Context: an optimization exercise on an open-source flow, tuned for small area. The choices shown serve that exercise and are no tape-out recipe. Only simulation tests tie the RTL to the original design; equivalence was not proved. Power and IR drop assume default switching activity.

==> flow/design.v (excerpt) <==
module ir_stage (
  input  wire logic                         clk_i,
  input  wire logic                         rst_ni,
  input  wire logic [1:0]                   us_valid_i,
  input  wire ir_pkg::instr_t                       us_instr0_i,
  input  wire ir_pkg::instr_t                       us_instr1_i,
  output logic [1:0]                        ir_rdy_o,
  output ir_pkg::reg_addr_t                         rf_raddr_p0a_o,
  output ir_pkg::reg_addr_t                         rf_raddr_p0b_o,
  output ir_pkg::reg_addr_t                         rf_raddr_p1a_o,
  output ir_pkg::reg_addr_t                         rf_raddr_p1b_o,
  input  wire ir_pkg::reg_data_t                    rf_rdata_p0a_i,
  input  wire ir_pkg::reg_data_t                    rf_rdata_p0b_i,
  input  wire ir_pkg::reg_data_t                    rf_rdata_p1a_i,
  input  wire ir_pkg::reg_data_t                    rf_rdata_p1b_i,
  input  wire logic [ir_pkg::NUM_WR_PORTS-1:0]      rf_we_i,
  input  wire ir_pkg::reg_addr_t [ir_pkg::NUM_WR_PORTS-1:0] rf_waddr_i,
  input  wire ir_pkg::reg_data_t [ir_pkg::NUM_WR_PORTS-1:0] rf_wdata_i,
  input  wire logic                         ir_flush_i,
  input  wire logic                         ir_flush_s0_i,
  input  wire logic                         ir_hold_i,
  input  wire logic [1:0]                   ds_rdy_i,
  output logic [1:0]                        ir_valid_o,
  ...
export LEC_CHECK = 0
export CAP_MARGIN = 10
export CORE_MARGIN = 2
export CORE_UTILIZATION = 25
export SLEW_MARGIN = 10
export SYNTH_HIERARCHICAL = 1
create_clock -name core_clock -period 6.0 [get_ports {clk_i}]
standard.sh (not shown) runs the stock make flow with config.mk's settings and CLKGATE_MAP_FILE= SYNTH_SCRIPT=/design/flow/synth_recipe.tcl, a recipe that flattens the netlist after the stock synthesis.
==> flow/flow/run.sh <==
#!/bin/bash
# Standard ORFS layout (standard synthesis unchanged). Combinational cells
# start at their smallest size before floorplan, port buffers use the
# smallest buffer cell, CTS skips dummy loads.
set -euo pipefail
export BUFFER_PORTS_ARGS="-buffer_cell sky130_fd_sc_hd__buf_1"
export CTS_ARGS="-sink_clustering_enable -repair_clock_nets -dont_use_dummy_load -buf_list sky130_fd_sc_hd__clkbuf_4 -sink_clustering_size 8 -sink_clustering_max_diameter 40"
export PRE_FLOORPLAN_TCL="$(pwd)/flow/downsize.tcl"
bash standard.sh > standard_flow.log 2>&1
==> flow/flow/downsize.tcl <==
# Before floorplan: give every combinational cell the smallest drive strength
# of its own function. Later repair (slew, capacitance, timing) sizes up again
# where the loads need it. Registers, buffers and clock cells are left alone.
set db [ord::get_db]
set block [ord::get_db_block]
set dont_use {}
if { [info exists ::env(DONT_USE_CELLS)] } { set dont_use $::env(DONT_USE_CELLS) }
array set smallest {}
foreach lib [$db getLibs] {
  foreach m [$lib getMasters] {
    set n [$m getName]
    if { ![regexp {^(sky130_fd_sc_hd__[a-z0-9]+)_[0-9]+$} $n -> base] } { continue }
    if { [lsearch -exact $dont_use $n] >= 0 } { continue }
    set a [expr { [$m getWidth] * [$m getHeight] }]
    if { ![info exists smallest($base)] || $a < [lindex $smallest($base) 1] } {
      set smallest($base) [list $m $a]
    }
  }
}
set n_swapped 0
set saved 0
foreach inst [$block getInsts] {
  set m [$inst getMaster]
  set n [$m getName]
  if { ![regexp {^(sky130_fd_sc_hd__([a-z0-9]+))_[0-9]+$} $n -> base short] } { continue }
  if { [regexp {^(df|edf|sdf|sedf|dl|buf|clkbuf|clkdly|dlygate|dlymetal|tap|conb|diode|fill|decap|clkinv|lpflow|probe|ebuf|einv)} $short] } { continue }
  if { ![info exists smallest($base)] } { continue }
  set nm [lindex $smallest($base) 0]
  if { $nm eq $m } { continue }
  set a [expr { [$m getWidth] * [$m getHeight] }]
  if { [lindex $smallest($base) 1] >= $a } { continue }
  if { [$inst swapMaster $nm] } {
    incr n_swapped
    set saved [expr { $saved + $a - [lindex $smallest($base) 1] }]
  }
}
puts "downsize: $n_swapped cells swapped to their smallest size, [expr { $saved / 1e6 }] um^2 less"
Then changed:
--- a/flow/flow/run.sh
+++ b/flow/flow/run.sh
@@ -4 +4,2 @@
-# smallest buffer cell, CTS skips dummy loads.
+# smallest buffer cell, CTS skips dummy loads, and gates off the critical
+# paths are downsized again after global routing.
@@ -7 +8,2 @@
-export CTS_ARGS="-sink_clustering_enable -repair_clock_nets -dont_use_dummy_load -buf_list sky130_fd_sc_hd__clkbuf_4 -sink_clustering_size 8 -sink_clustering_max_diameter 40"
+export CTS_ARGS="-sink_clustering_enable -repair_clock_nets -dont_use_dummy_load -buf_list sky130_fd_sc_hd__clkbuf_8 -sink_clustering_size 12 -sink_clustering_max_diameter 50"
+export RECOVER_POWER=100
This time the run finished with max-capacitance violations, max-slew violations left. Total power went up by 3.3%. Global-route usage barely changes. First-iteration DRC count goes up by 1.3%. Count of clock-buffer cells in the layout decreases by 15. Combinational power is about the same. Cell count went down by 0.49%. Via count is about the same. Setup slack loses 0.34 ns. Maximum frequency falls by 6.5%. Critical path depth stays the same.
Then changed:
==> flow/flow/run.sh (replaced) <==
#!/bin/bash
# Standard ORFS layout (standard synthesis unchanged). Combinational cells
# start at their smallest size before floorplan, port buffers use the
# smallest buffer cell, CTS skips dummy loads.
set -euo pipefail
export BUFFER_PORTS_ARGS="-buffer_cell sky130_fd_sc_hd__buf_1"
export CTS_ARGS="-sink_clustering_enable -repair_clock_nets -dont_use_dummy_load -buf_list sky130_fd_sc_hd__clkbuf_4 -sink_clustering_size 8 -sink_clustering_max_diameter 40"
export PRE_FLOORPLAN_TCL="$(pwd)/flow/downsize.tcl"
bash standard.sh > standard_flow.log 2>&1
CAP_MARGIN = 5   (was 10)
SLEW_MARGIN = 5   (was 10)
The new run completed without violations.
Area after synthesis stays the same.
Routed wire length stays flat.
Worst hold slack is worse by 0.25 ns.
Total power went down by 3.2%.
Then changed:
CAP_MARGIN = 10   (was 5)
CORE_UTILIZATION = 30   (was 25)
SLEW_MARGIN = 10   (was 5)
Wire length went up by 1.8%.
Die area went down by 16%.
First-iteration DRC count went down by 14%.
Critical path depth went up by 2.
Worst setup slack gets better by 0.18 ns.
Synthesized area stays the same.
Combinational power barely changes.
Maximum frequency went up by 3.8%.
Synthesized cell count stays the same.
Via count went up by 2.5%.
Design area went down by 0.89%.

## what the ideal ports hide
No port has a modelled driver above. Below, the same layouts with a new extraction and two added sets of constraints.
Step 1 sets driving cells, clkbuf_16 on the clock port and buf_2 on the other inputs (assumed; they add their load-dependent delay and slew).
Step 2, shift: input delay + t, output delay - t, t = (earliest + latest rising clock arrival at the registers) / 2. This alone moves slack from input paths to output paths.
a / b / c = ideal ports / drivers / drivers and shift; a / b = the first two.
run	t, ns	slack for setup (ns)	hold WS [ns]
the first run	0.849	1.076 / 1.076 / 0.546	0.218 / 0.193 / 0.422
the second run	0.618	0.735 / 0.760 / 0.142	0.466 / 0.452 / 0.466
the third run	0.849	1.076 / 1.076 / 0.546	0.218 / 0.193 / 0.422
the fourth run	0.834	1.257 / 1.257 / 0.477	0.245 / 0.217 / 0.428
For the fourth run, which loses most, drivers alone change the setup slack by 0.000 ns; drivers and shift together by -0.780 ns.
